What follows belongs to an exercise in optimizing a design on an open flow for small area, a short achievable clock period and few clock cycles per item; a production flow would make more cautious choices. At most, simulation tests tie the RTL to the original design; equivalence was not proved. No activity file was given, so power comes from the tool's default toggle rates.

Setup of job 6924:
## moving_baseline_spike_detector
module moving_baseline_spike_detector #(
    parameter int WINDOW     = 8,
    parameter int DAY_LENGTH = 1440
) (
    input  logic                             i_clk,
    input  logic                             i_rst_n,
    input  logic                             i_valid,
    output logic                             o_ready,
    input  logic [mbsd_pkg::COUNT_W-1:0]     i_error_count,
    input  logic                             i_start_of_day,
    output logic                             o_valid,
    input  logic                             i_ready,
    output logic                             o_decision_valid,
    output logic                             o_anomaly,
    output logic [mbsd_pkg::MINUTE_W-1:0]    o_minute_index,
    output logic [mbsd_pkg::BASE_W-1:0]      o_baseline_sum,
    output logic [mbsd_pkg::TOTAL_W-1:0]     o_anomaly_total,
    input  logic                             i_cfg_valid,
    output logic                             o_cfg_ready,
    input  logic [mbsd_pkg::CFG_IDX_W-1:0]   i_cfg_index,
    input  logic [mbsd_pkg::CFG_W-1:0]       i_cfg_data
);
For scale: ~380 flip-flops.
Settings: LEC_CHECK=0, ABC_AREA=1, CAP_MARGIN=20, CORE_MARGIN=2, CORE_UTILIZATION=55, CTS_CLUSTER_DIAMETER=80, CTS_CLUSTER_SIZE=24, PLACE_DENSITY=0.88, SETUP_SLACK_MARGIN=5, SLEW_MARGIN=20; clock period 10.0 ns.
standard.sh (not shown) runs the stock make flow with config.mk's settings and CLKGATE_MAP_FILE= SYNTH_SCRIPT=/design/flow/synth_recipe.tcl, a recipe that flattens the netlist after the stock synthesis.
==> flow/flow/run.sh <==
#!/bin/bash
# Standard ORFS layout (the standard.sh) with two changes to how the layout
# is made:
#  - timing repair aims for a larger setup-slack margin (flow/margin.txt), so it
#    keeps improving paths below the clock period;
#  - the port buffers that global placement inserts are plain buffers
#    (flow/port_buffer.txt) instead of the delay cell ORFS picks by default.
# The whole make output goes to make_flow.log; ORFS's per-step logs stay in
# orfs/logs.
set -euo pipefail
MARGIN=$(cat flow/margin.txt)
PORTBUF=$(cat flow/port_buffer.txt)
sed -e "s/SETUP_SLACK_MARGIN=[0-9.]*/SETUP_SLACK_MARGIN=${MARGIN}/" standard.sh > standard_margin.sh
grep -q "SETUP_SLACK_MARGIN=${MARGIN}" standard_margin.sh
bash standard_margin.sh "BUFFER_PORTS_ARGS=-buffer_cell ${PORTBUF}" finish > make_flow.log 2>&1
==> flow/flow/margin.txt <==
6.6
==> flow/flow/port_buffer.txt <==
sky130_fd_sc_hd__buf_2
Job 6924 has completed all stages; timing, DRC and antenna checks passed.
Testbench counts of job 6924, summed over its fixed seeds: cycles 23,064, items 23,040.
#### Input delta (job 9527 over job 6924)
==> flow/flow/margin.txt <==
6.5
diff --git a/flow/config.mk b/flow/config.mk
--- a/flow/config.mk
+++ b/flow/config.mk
@@ -12,5 +12,4 @@
 export CTS_CLUSTER_DIAMETER = 80
 export CTS_CLUSTER_SIZE = 24
-export PLACE_DENSITY = 0.88
 export SETUP_SLACK_MARGIN = 5
 export SLEW_MARGIN = 20
==> comparison <==
- Against job 6924, job 9527 reports a filler cell count that is higher.
- Shortest clock period the worst path allows after layout on job 9527 is ahead of job 6924.
- A topmost layer with routed signal wires of met5 is what job 6924 shows, while met4 belongs to job 9527.
- Against job 6924 as the reference, job 9527 delivers a lower worst clock skew.
[inputs] job 6306 vs job 9527
==> flow/flow/margin.txt <==
6.6
diff --git a/flow/config.mk b/flow/config.mk
--- a/flow/config.mk
+++ b/flow/config.mk
@@ -10,6 +10,6 @@
 export CORE_MARGIN = 2
 export CORE_UTILIZATION = 55
-export CTS_CLUSTER_DIAMETER = 80
-export CTS_CLUSTER_SIZE = 24
+export CTS_CLUSTER_DIAMETER = 90
+export CTS_CLUSTER_SIZE = 30
 export SETUP_SLACK_MARGIN = 5
 export SLEW_MARGIN = 20
[summary]
Job 6306 finished all stages; the layout is clean. Per the comparison of job 6306 with job 9527, maximum ir drop on the vdd rail now larger, number of buffers added for setup after CTS now larger. Job 6306 gives more final instance area than job 9527 did. Timing startpoint of the critical path: r_sum[17] -> job 6306, r_mult_digits[22] -> job 9527. The power in job 6306 was lower than what job 9527 gave. [compare] base=job 9527 new=job 6306: global router's overall resource usage went up by 0.38 points, number of setup violations in the final report held, post-route worst setup slack climbed 0.059 ns, critical path depth shows a reduction of 1, register-to-register slack saw an increase. Of job 6306 and job 9527, it is job 6306 that has the higher starting DRC count in detailed routing.
What job 4878 does differently from job 6306 at the input level:
diff --git a/flow/config.mk b/flow/config.mk
--- a/flow/config.mk
+++ b/flow/config.mk
@@ -10,6 +10,4 @@
 export CORE_MARGIN = 2
 export CORE_UTILIZATION = 55
-export CTS_CLUSTER_DIAMETER = 90
-export CTS_CLUSTER_SIZE = 30
 export SETUP_SLACK_MARGIN = 5
 export SLEW_MARGIN = 20
## What came out
- Async set-or-reset flop fraction in the synthesized netlist: job 4878 vs job 6306 identical
- Between job 6306 and job 4878, the combined buffer and inverter count along the critical path does not differ in any meaningful way.
- The end-of-flow core utilization number comes out higher for job 4878 vs job 6306.
- Summary of job 4878 over job 6306: synthesis-to-finish area growth rose by 3.2 points, routed wire length climbed 3.4%, combinational power shows no meaningful change.
- [compare] base=job 6306 new=job 4878: design area grew by about 3%, combinational fraction of design power shrank by 2.9 points.

---

moving_baseline_spike_detector, a different RTL version from the one above (not shown whole).
For scale: ~2100 cells after synthesis, ~86 I/O pins.
clock: 10.0 ns
lec_check: 0
abc_area: 1
cap_margin: 20
core_margin: 2
core_utilization: 55
cts_cluster_diameter: 80
cts_cluster_size: 24
setup_slack_margin: 5
slew_margin: 20
==> flow/flow/margin.txt <==
6.6
Scripts as last shown in full above: flow/flow/run.sh, flow/flow/port_buffer.txt
Next try:
Settings changed: CORE_UTILIZATION 55 to 65.
The new run produced a clean layout; worst setup slack improved by 0.064 ns; wire length is about the same; cell count fell by a few percent; synthesized area does not change; via count rose by a few percent; clock-buffer cell count rose by 6; power fell slightly; cell area hardly moves; global-route usage rose by 4.0 points.
No functional check of the RTL was part of any run of this note.

---

moving_baseline_spike_detector, a different RTL version from the one above (not shown whole).
Size: roughly 2000 cells after synthesis.
## moving_baseline_spike_detector
module moving_baseline_spike_detector #(
    parameter int WINDOW     = 8,
    parameter int DAY_LENGTH = 1440
) (
    input  logic                             i_clk,
    input  logic                             i_rst_n,
    input  logic                             i_valid,
    output logic                             o_ready,
    input  logic [mbsd_pkg::COUNT_W-1:0]     i_error_count,
    input  logic                             i_start_of_day,
    output logic                             o_valid,
    input  logic                             i_ready,
    output logic                             o_decision_valid,
    output logic                             o_anomaly,
    output logic [mbsd_pkg::MINUTE_W-1:0]    o_minute_index,
    output logic [mbsd_pkg::BASE_W-1:0]      o_baseline_sum,
    output logic [mbsd_pkg::TOTAL_W-1:0]     o_anomaly_total,
    input  logic                             i_cfg_valid,
    output logic                             o_cfg_ready,
    input  logic [mbsd_pkg::CFG_IDX_W-1:0]   i_cfg_index,
    input  logic [mbsd_pkg::CFG_W-1:0]       i_cfg_data
);
Settings: LEC_CHECK=0, ABC_AREA=1, CAP_MARGIN=20, CORE_MARGIN=2, CORE_UTILIZATION=40, SETUP_SLACK_MARGIN=5, SLEW_MARGIN=20; clock period 10.0 ns.
==> flow/flow/margin.txt <==
6.8
Scripts as last shown in full above: flow/flow/run.sh, flow/flow/port_buffer.txt
Edit:
==> flow/flow/margin.txt (replaced) <==
7.2
After rerunning: The changed run ran to the end with no violations. Combinational power went up by 27%. Routed wire length goes up by 8.1%. Register-to-register slack stays flat. Sequential power stays flat. Cell area is higher by 12%.
No run of this note included a check of the RTL's function; only the layout flow was run.

## afterwards: timing with drivers on the ports
In the flow no input, the clock included, has a driving cell. The finished layouts below were timed again as built, in two steps.
Step 1 sets driving cells, clkbuf_16 on the clock port and buf_2 on the other inputs (assumed; they add their load-dependent delay and slew).
Step 2, shift: input delay + t, output delay - t, t = (earliest + latest rising clock arrival at the registers) / 2. This alone moves slack from input paths to output paths.
a / b / c = ideal ports / drivers / drivers and shift; a / b = the first two.
| run | t (ns) | setup WS [ns] | clock arrival spread, ns | pins driven straight from the clock port |
|---|---|---|---|---|
| job 6924 | 0.635 | 6.390 / 6.390 / 6.065 | 0.039 / 0.039 | 1 |
| job 9527 | 0.637 | 6.547 / 6.547 / 6.039 | 0.026 / 0.026 | 1 |
| job 6306 | 0.607 | 6.606 / 6.606 / 6.147 | 0.041 / 0.041 | 1 |
| job 4878 | 0.633 | 6.581 / 6.581 / 6.072 | 0.034 / 0.034 | 1 |
| the first run of note 2 | 0.625 | 6.547 / 6.580 / 5.955 | 0.034 / 0.034 | 1 |
| the second run of note 2 | 0.605 | 6.610 / 6.610 / 6.142 | 0.030 / 0.030 | 1 |
| the first run of note 3 | 0.621 | 6.643 / 6.643 / 6.218 | 0.020 / 0.019 | 1 |
| the second run of note 3 | 0.629 | 6.652 / 6.652 / 6.408 | 0.028 / 0.027 | 1 |
After both steps every run listed still meets setup and hold. The setup slack of the first run of note 2, which loses most, moves by +0.033 ns with the drivers and by -0.592 ns with both steps.
